Context: an optimization exercise on an open-source flow, tuned for small area and few clock cycles per item. The choices shown serve that exercise and are no tape-out recipe.
At most, simulation tests tie the RTL to the original design; equivalence was not proved.
No activity file was given, so power comes from the tool's default toggle rates.

== run 1 ==
## fpu_mul_prenorm_pipe
module fpu_mul_prenorm_pipe #(
  parameter int SIZE_DATA = 8,
  parameter int SIZE_MANT = 24,
  parameter int SIZE_LOPD = 8,
  parameter int BIAS      = 127
) (
  input  logic                   i_clk,
  input  logic                   i_rst_n,
  input  logic                   i_valid,
  output logic                   o_ready,
  input  logic [31:0]            i_data_a,
  input  logic [31:0]            i_data_b,
  output logic                   o_valid,
  input  logic                   i_ready,
  output logic                   o_sign,
  output logic [SIZE_DATA-1:0]   o_data_exp,
  output logic                   o_exp_oor,
  output logic [2*SIZE_MANT-1:0] o_mant_prod,
  output logic                   o_ov_flag,
  output logic                   o_un_flag,
  output logic [SIZE_LOPD-1:0]   o_one_pos,
  output logic                   o_zero_flag
);
Size: about 140 I/O pins, about 0.016 sq mm of cells after synthesis.
clock: 8.0 ns
lec_check: 0
cap_margin: 20
core_margin: 2
core_utilization: 40
gpl_timing_driven: 0
slew_margin: 20
synth_hierarchical: 1
synth_minimum_keep_size: 0
run.sh (not shown) runs the stock make flow with config.mk's settings and CLKGATE_MAP_FILE= SYNTH_SCRIPT=/design/flow/synth_recipe.tcl, a recipe that flattens the netlist after the stock synthesis.
Run 1: all stages complete, timing, DRC and antenna checks passed
Testbench counts of run 1, summed over its fixed seeds: cycles 24,008, items 24,000.
Input-level comparison between run 2 and run 1:
- CTS_BUF_LIST: unset -> sky130_fd_sc_hd__clkbuf_8
## What came out
The via count of the first global-routing pass was comparable across run 2 and run 1.
Area after synthesis: run 2 vs run 1 identical
Run 2 against run 1: number of gates on the worst path with buffers counted shows an increase of 3, maximum frequency rose 0.34%, smallest setup slack after layout shows an increase of 0.027 ns, non-filler instance count after layout neither gained nor lost much.
Inputs modified between run 2 and run 3:
- GPL_TIMING_DRIVEN removed (was 0)
- CAP_MARGIN changed from 20 to 0
- SLEW_MARGIN changed from 20 to 0
- CTS_BUF_LIST changed from sky130_fd_sc_hd__clkbuf_8 to sky130_fd_sc_hd__clkbuf_4
Results
- Run 3 vs run 2 — via count climbed by a few percent
- Reported for run 3 and run 2, largest fanout of any net on the critical path turned out identical to the last digit.
- Final routed wirelength across all metal layers up 2500 um in run 3 wrt run 2

Setup of job 101:
Another version of the RTL of fpu_mul_prenorm_pipe (not shown whole).
Size: about 1,500 cells after synthesis, ~140 I/O pins, roughly 18,000 sq um of cells after synthesis.
clock: 8.0 ns
lec_check: 0
cap_margin: 20
core_margin: 2
core_utilization: 40
slew_margin: 20
synth_hierarchical: 1
synth_minimum_keep_size: 0
standard.sh (not shown) runs the stock make flow with config.mk's settings and CLKGATE_MAP_FILE= SYNTH_SCRIPT=/design/flow/synth_recipe.tcl, a recipe that flattens the netlist after the stock synthesis.
==> flow/flow/run.sh <==
#!/bin/bash
# Standard layout, with power recovery (downsizing of cells off the critical
# paths) after global routing.
set -euo pipefail
bash standard.sh RECOVER_POWER=100 finish > make_finish.log 2>&1
To summarise job 101: no stage aborted, but the layout did not pass its checks, failing on max-capacitance violations, max-slew violations.
--- input diff job 101..job 102 ---
==> flow/run.sh (new file) <==
#!/bin/bash
# synth_recipe.tcl (not shown) runs the flow's synth.tcl, then flattens the netlist and writes it again
# the make line also repeats each setting of config.mk as NAME=value (left out here)
make -C /OpenROAD-flow-scripts/flow DESIGN_CONFIG=/design/flow/config.mk WORK_HOME=/design/flow/orfs CLKGATE_MAP_FILE= SYNTH_SCRIPT=/design/flow/synth_recipe.tcl finish
removed: flow/flow/run.sh
removed: flow/standard.sh
### Flow results
Job 102 finished every stage and its layout cleared the timing, design-rule and antenna checks. Between job 101 and job 102, the final routed wirelength across all metal layers does not differ in any meaningful way. From job 101 to job 102 the numbers moved as follows: filler cell count held; average via count per standard cell held; mean area per synthesized cell held; utilization held.
No functional check of the RTL was part of any run of this note.

red:
Another version of the RTL of fpu_mul_prenorm_pipe (not shown whole).
For scale: about 1400 cells after synthesis, ~66 flip-flops.
Design fpu_mul_prenorm_pipe, start of the top module:
module fpu_mul_prenorm_pipe #(
  parameter int SIZE_DATA = 8,
  parameter int SIZE_MANT = 24,
  parameter int SIZE_LOPD = 8,
  parameter int BIAS      = 127
) (
  input  logic                   i_clk,
  input  logic                   i_rst_n,
  input  logic                   i_valid,
  output logic                   o_ready,
  input  logic [31:0]            i_data_a,
  input  logic [31:0]            i_data_b,
  output logic                   o_valid,
  input  logic                   i_ready,
  output logic                   o_sign,
  output logic [SIZE_DATA-1:0]   o_data_exp,
  output logic                   o_exp_oor,
  output logic [2*SIZE_MANT-1:0] o_mant_prod,
  output logic                   o_ov_flag,
  output logic                   o_un_flag,
  output logic [SIZE_LOPD-1:0]   o_one_pos,
  output logic                   o_zero_flag
);
  localparam int FP_W    = fpu_mul_pkg::FP_W;
  localparam int EXP_W   = fpu_mul_pkg::EXP_W;
  localparam int FRAC_W  = fpu_mul_pkg::FRAC_W;
  localparam int NBLK    = 8;
  logic                       a_nz, b_nz;
  logic [EXP_W-1:0]           ea, eb;
  logic [SIZE_MANT-1:0]       ma, mb;
  logic [EXP_W:0]             exp_t;
  logic                       exp_oor;
  logic                       r_valid;
  logic                       r_sign;
  logic [SIZE_DATA-1:0]       r_exp;
  logic                       r_oor;
  logic [2*SIZE_MANT-1:0]     r_sn;
  logic [NBLK-2:0]            r_gn;
  logic [2*SIZE_MANT-1:0]     r_prod;
  logic                       load;
  logic [2*SIZE_MANT-1:0]     mul_sn;
  logic [NBLK-2:0]            mul_gn;
  assign a_nz = |i_data_a[FP_W-2:FRAC_W];
  assign b_nz = |i_data_b[FP_W-2:FRAC_W];
  assign ea   = a_nz ? i_data_a[FP_W-2:FRAC_W] : EXP_W'(1);
  assign eb   = b_nz ? i_data_b[FP_W-2:FRAC_W] : EXP_W'(1);
  assign ma   = {a_nz, i_data_a[FRAC_W-1:0]};
  assign mb   = {b_nz, i_data_b[FRAC_W-1:0]};
  ...
clock: 8.0 ns
lec_check: 0
cap_margin: 20
core_margin: 2
core_utilization: 40
cts_buf_list: sky130_fd_sc_hd__clkbuf_8
gpl_timing_driven: 0
slew_margin: 20
synth_hierarchical: 1
synth_minimum_keep_size: 0
==> flow/flow/run.sh <==
#!/bin/bash
# The standard layout, except that the port buffers are sky130_fd_sc_hd__buf_1
# cells (resized later by repair as needed) instead of the delay cells
# buffer_ports picks by default, and clock tree synthesis uses larger sink
# clusters and no dummy loads.
set -euo pipefail
bash standard.sh 'BUFFER_PORTS_ARGS=-buffer_cell sky130_fd_sc_hd__buf_1' \
  'CTS_ARGS=-sink_clustering_enable -repair_clock_nets -dont_use_dummy_load -buf_list sky130_fd_sc_hd__clkbuf_16 -sink_clustering_size 34 -sink_clustering_max_diameter 150 -sink_buffer_max_cap_derate 1.0' \
  finish > orfs_make.log 2>&1
Testbench counts of red, summed over its fixed seeds: cycles 24,008, items 24,000.
[inputs] blue vs red
Settings: CAP_MARGIN now 5, was 20; SLEW_MARGIN now 5, was 20.
==> flow/flow/run.sh <==
#!/bin/bash
# The standard layout, except that the port buffers are sky130_fd_sc_hd__buf_1
# cells (resized later by repair as needed) instead of the delay cells
# buffer_ports picks by default. Every port still gets its own buffer.
set -euo pipefail
bash standard.sh 'BUFFER_PORTS_ARGS=-buffer_cell sky130_fd_sc_hd__buf_1' finish > orfs_make.log 2>&1
Between blue and red, the difference in post-synthesis async set-or-reset flop share is negligible. Clock-buffer cell count (lower): red. Cell area | blue vs red | blue smaller. The cell depth of the worst setup path number comes out higher for blue vs red. Lower number of instances resized during post-cts repair goes to red over blue. In blue the area growth from synthesis to final layout turned out 0.84 points lower than in red. When blue is measured against red, its final period utilization turns out 2.5 points higher.
The inputs of green differ from those of blue as listed below.
Settings: a change of CAP_MARGIN from 5 to 20; a change of SLEW_MARGIN from 5 to 20.
Results
Taking blue as the reference, in green power per standard cell area lost 5.1 nW/um^2, ratio of routed vias to standard cells picked up an extra about 0.5%. Global routing usage on met1 (lower): green. Between green and blue, the share of the final layout cell area in multi-input gates does not differ in any meaningful way. Diff blue and green: worst hold-check slack higher in green. On fraction of met3 tracks used by global routing, blue and green are neck and neck. Delta (green minus blue): maximum frequency moved up, data arrival time at the worst-slack endpoint went down 0.20 ns. Comparing net switching fraction of the power for blue and green, the smaller number came from blue. Of blue and green, green shows the higher slack of the critical path, with blue below it.
Edits applied to the flow inputs when going from green to orange:
==> flow/flow/run.sh <==
#!/bin/bash
# The standard layout, except that the port buffers are sky130_fd_sc_hd__buf_1
# cells (resized later by repair as needed) instead of the delay cells
# buffer_ports picks by default, and clock tree synthesis inserts no dummy loads.
set -euo pipefail
bash standard.sh 'BUFFER_PORTS_ARGS=-buffer_cell sky130_fd_sc_hd__buf_1' \
  'CTS_ARGS=-sink_clustering_enable -repair_clock_nets -dont_use_dummy_load -buf_list sky130_fd_sc_hd__clkbuf_8' \
  finish > orfs_make.log 2>&1
Results
orange did not stop at any stage, and its layout met the timing, design-rule and antenna checks.
Summary of orange over green: detailed-router iteration count before antenna repair moved up, final cycle utilization of the critical path did not really move, final standard cell count with taps included and fillers excluded fell by about 0.34%.
On combinational share of power: between green and orange, it ends up higher for orange.
Changes in purple relative to orange:
Settings: SLEW_MARGIN changed from 20 to 5; CAP_MARGIN changed from 20 to 5.
--- outcome ---
When purple is set beside orange, its minimum period implied by the final worst setup slack turns out to be 0.17 ns larger. purple leaves less setup margin than orange. Going from orange to purple, the post-cts gate resize count was found to have gone up by 3. In the flow results for orange and purple, the wire length on met1 is larger on purple. Relative to orange, depth of the most critical reg-to-reg path has decreased by 1 in purple.

Another version of the RTL of fpu_mul_prenorm_pipe (not shown whole).
For scale: about 66 flip-flops, ~16000 sq um of cells after synthesis.
==> flow/config.mk <==
export PLATFORM = sky130hd
export DESIGN_NAME = fpu_mul_prenorm_pipe
export DESIGN_NICKNAME = fpu_mul_prenorm_pipe
export VERILOG_FILES = /design/flow/design.v
export SDC_FILE = /design/flow/constraint.sdc
export NUM_CORES = 4
export LEC_CHECK = 0
export CAP_MARGIN = 5
export CORE_MARGIN = 2
export CORE_UTILIZATION = 40
export CTS_BUF_LIST = sky130_fd_sc_hd__clkbuf_8
export GPL_TIMING_DRIVEN = 0
export SLEW_MARGIN = 5
export SYNTH_HIERARCHICAL = 1
export SYNTH_MINIMUM_KEEP_SIZE = 0
==> flow/constraint.sdc <==
create_clock -name core_clock -period 8.0 [get_ports {i_clk}]
set_input_delay 1.6000 -clock core_clock [delete_from_list [all_inputs] [get_ports {i_clk}]]
set_output_delay 1.6000 -clock core_clock [all_outputs]
set_load 0.01 [all_outputs]
==> flow/flow/run.sh <==
#!/bin/bash
# The standard layout, except that the port buffers are sky130_fd_sc_hd__buf_1
# cells (resized later by repair as needed) instead of the delay cells
# buffer_ports picks by default, and clock tree synthesis inserts no dummy loads.
set -euo pipefail
bash standard.sh 'BUFFER_PORTS_ARGS=-buffer_cell sky130_fd_sc_hd__buf_1' \
  'CTS_ARGS=-sink_clustering_enable -repair_clock_nets -dont_use_dummy_load -buf_list sky130_fd_sc_hd__clkbuf_8 -sink_clustering_size 30 -sink_clustering_max_diameter 250' \
  finish > orfs_make.log 2>&1
The first run went through all stages and came out clean.
Testbench counts at the start, summed over its fixed seeds: cycles 24,008, items 24,000.
Next try:
--- a/flow/flow/run.sh
+++ b/flow/flow/run.sh
@@ -5,4 +5,4 @@
 set -euo pipefail
 bash standard.sh 'BUFFER_PORTS_ARGS=-buffer_cell sky130_fd_sc_hd__buf_1' \
-  'CTS_ARGS=-sink_clustering_enable -repair_clock_nets -dont_use_dummy_load -buf_list sky130_fd_sc_hd__clkbuf_8 -sink_clustering_size 30 -sink_clustering_max_diameter 250' \
+  'CTS_ARGS=-sink_clustering_enable -repair_clock_nets -dont_use_dummy_load -buf_list sky130_fd_sc_hd__clkbuf_8' \
   finish > orfs_make.log 2>&1
Outcome: The new run passed the timing, design-rule and antenna checks. Setup slack does not change. Synthesized area stays the same. Maximum frequency is unchanged. Global-route usage is unchanged. Hold slack does not change. Final area does not change. Clock power stays flat.
Next try:
- CAP_MARGIN: 5 -> 10
- SLEW_MARGIN: 5 -> 10
The changed run completed without violations.
Hold slack got worse by 6.1 ps.
Sequential cell count does not change.
Worst setup slack improved by 32 ps.
Clock skew goes up by 6.9 ps.
Power goes down by 0.60%.
Die area does not change.
Fmax goes up by about 0.4%.
Wire length goes down by 0.39%.
Sequential power hardly moves.
Area after synthesis does not change.
Next try:
--- a/flow/flow/run.sh
+++ b/flow/flow/run.sh
@@ -5,4 +5,4 @@
 set -euo pipefail
 bash standard.sh 'BUFFER_PORTS_ARGS=-buffer_cell sky130_fd_sc_hd__buf_1' \
-  'CTS_ARGS=-sink_clustering_enable -repair_clock_nets -dont_use_dummy_load -buf_list sky130_fd_sc_hd__clkbuf_8' \
+  'CTS_ARGS=-repair_clock_nets -dont_use_dummy_load -buf_list sky130_fd_sc_hd__clkbuf_8' \
   finish > orfs_make.log 2>&1
- CAP_MARGIN: 10 -> 5
- SLEW_MARGIN: 10 -> 5
Outcome: Via count barely changes. First-iteration DRC count goes up by about a fifth. Synthesized cell count stays the same. Clock-buffer cell count does not change. Final area drops slightly. Core utilization goes down by 0.54 points. Routed wire length grows slightly. Power went up slightly.

static timing again, ports no longer ideal:
In the flow no input, the clock included, has a driving cell. The finished layouts below were timed again as built, in two steps.
Step 1, drivers: a clkbuf_16 drives i_clk and a buf_2 each remaining input, both assumed.
Step 2 times the ports against the registers' clock, not the clock port: input delays grow and output delays shrink by t, the midpoint of the rising clock arrivals with the driver on.
Slacks: ideal / step 1 / step 2; pairs: ideal / step 1.
| run | t, ns | setup slack, ns | hold slack, ns | worst data-port slew with drivers (ns) | pins driven straight from the clock port |
|---|---|---|---|---|---|
| run 1 | 0.369 | 0.146 / 0.160 / -0.209 | 0.541 / 0.541 / 0.541 | 0.07 | 1 |
| run 2 | 0.379 | 0.173 / 0.178 / -0.201 | 0.545 / 0.545 / 0.545 | 0.07 | 1 |
| run 3 | 0.470 | 0.623 / 0.646 / 0.176 | 0.547 / 0.547 / 0.547 | 0.05 | 1 |
| job 101 | 0.386 | 0.478 / 0.501 / 0.115 | 0.527 / 0.527 / 0.527 | 0.06 | 1 |
| job 102 | 0.389 | 0.561 / 0.581 / 0.192 | 0.535 / 0.535 / 0.535 | 0.06 | 1 |
| red | 0.367 | 0.455 / 0.464 / 0.097 | 0.537 / 0.537 / 0.537 | 0.06 | 1 |
| blue | 0.384 | 0.252 / 0.268 / -0.115 | 0.537 / 0.537 / 0.537 | 0.05 | 1 |
| green | 0.381 | 0.449 / 0.466 / 0.085 | 0.541 / 0.541 / 0.541 | 0.06 | 1 |
| orange | 0.372 | 0.443 / 0.459 / 0.087 | 0.541 / 0.541 / 0.541 | 0.06 | 1 |
| purple | 0.376 | 0.276 / 0.295 / -0.080 | 0.537 / 0.537 / 0.537 | 0.06 | 1 |
| the first run of note 4 | 0.377 | 0.199 / 0.201 / -0.175 | 0.541 / 0.541 / 0.541 | 0.05 | 1 |
| the second run of note 4 | 0.377 | 0.199 / 0.201 / -0.175 | 0.541 / 0.541 / 0.541 | 0.05 | 1 |
| the third run of note 4 | 0.382 | 0.230 / 0.238 / -0.144 | 0.535 / 0.535 / 0.535 | 0.05 | 1 |
| the fourth run of note 4 | 0.377 | 0.199 / 0.201 / -0.175 | 0.541 / 0.541 / 0.541 | 0.05 | 1 |
Met with ideal ports but missed after step 2: setup timing in 8 of these runs. The setup slack of run 3, which loses most, moves by +0.023 ns with the drivers and by -0.447 ns with both steps.
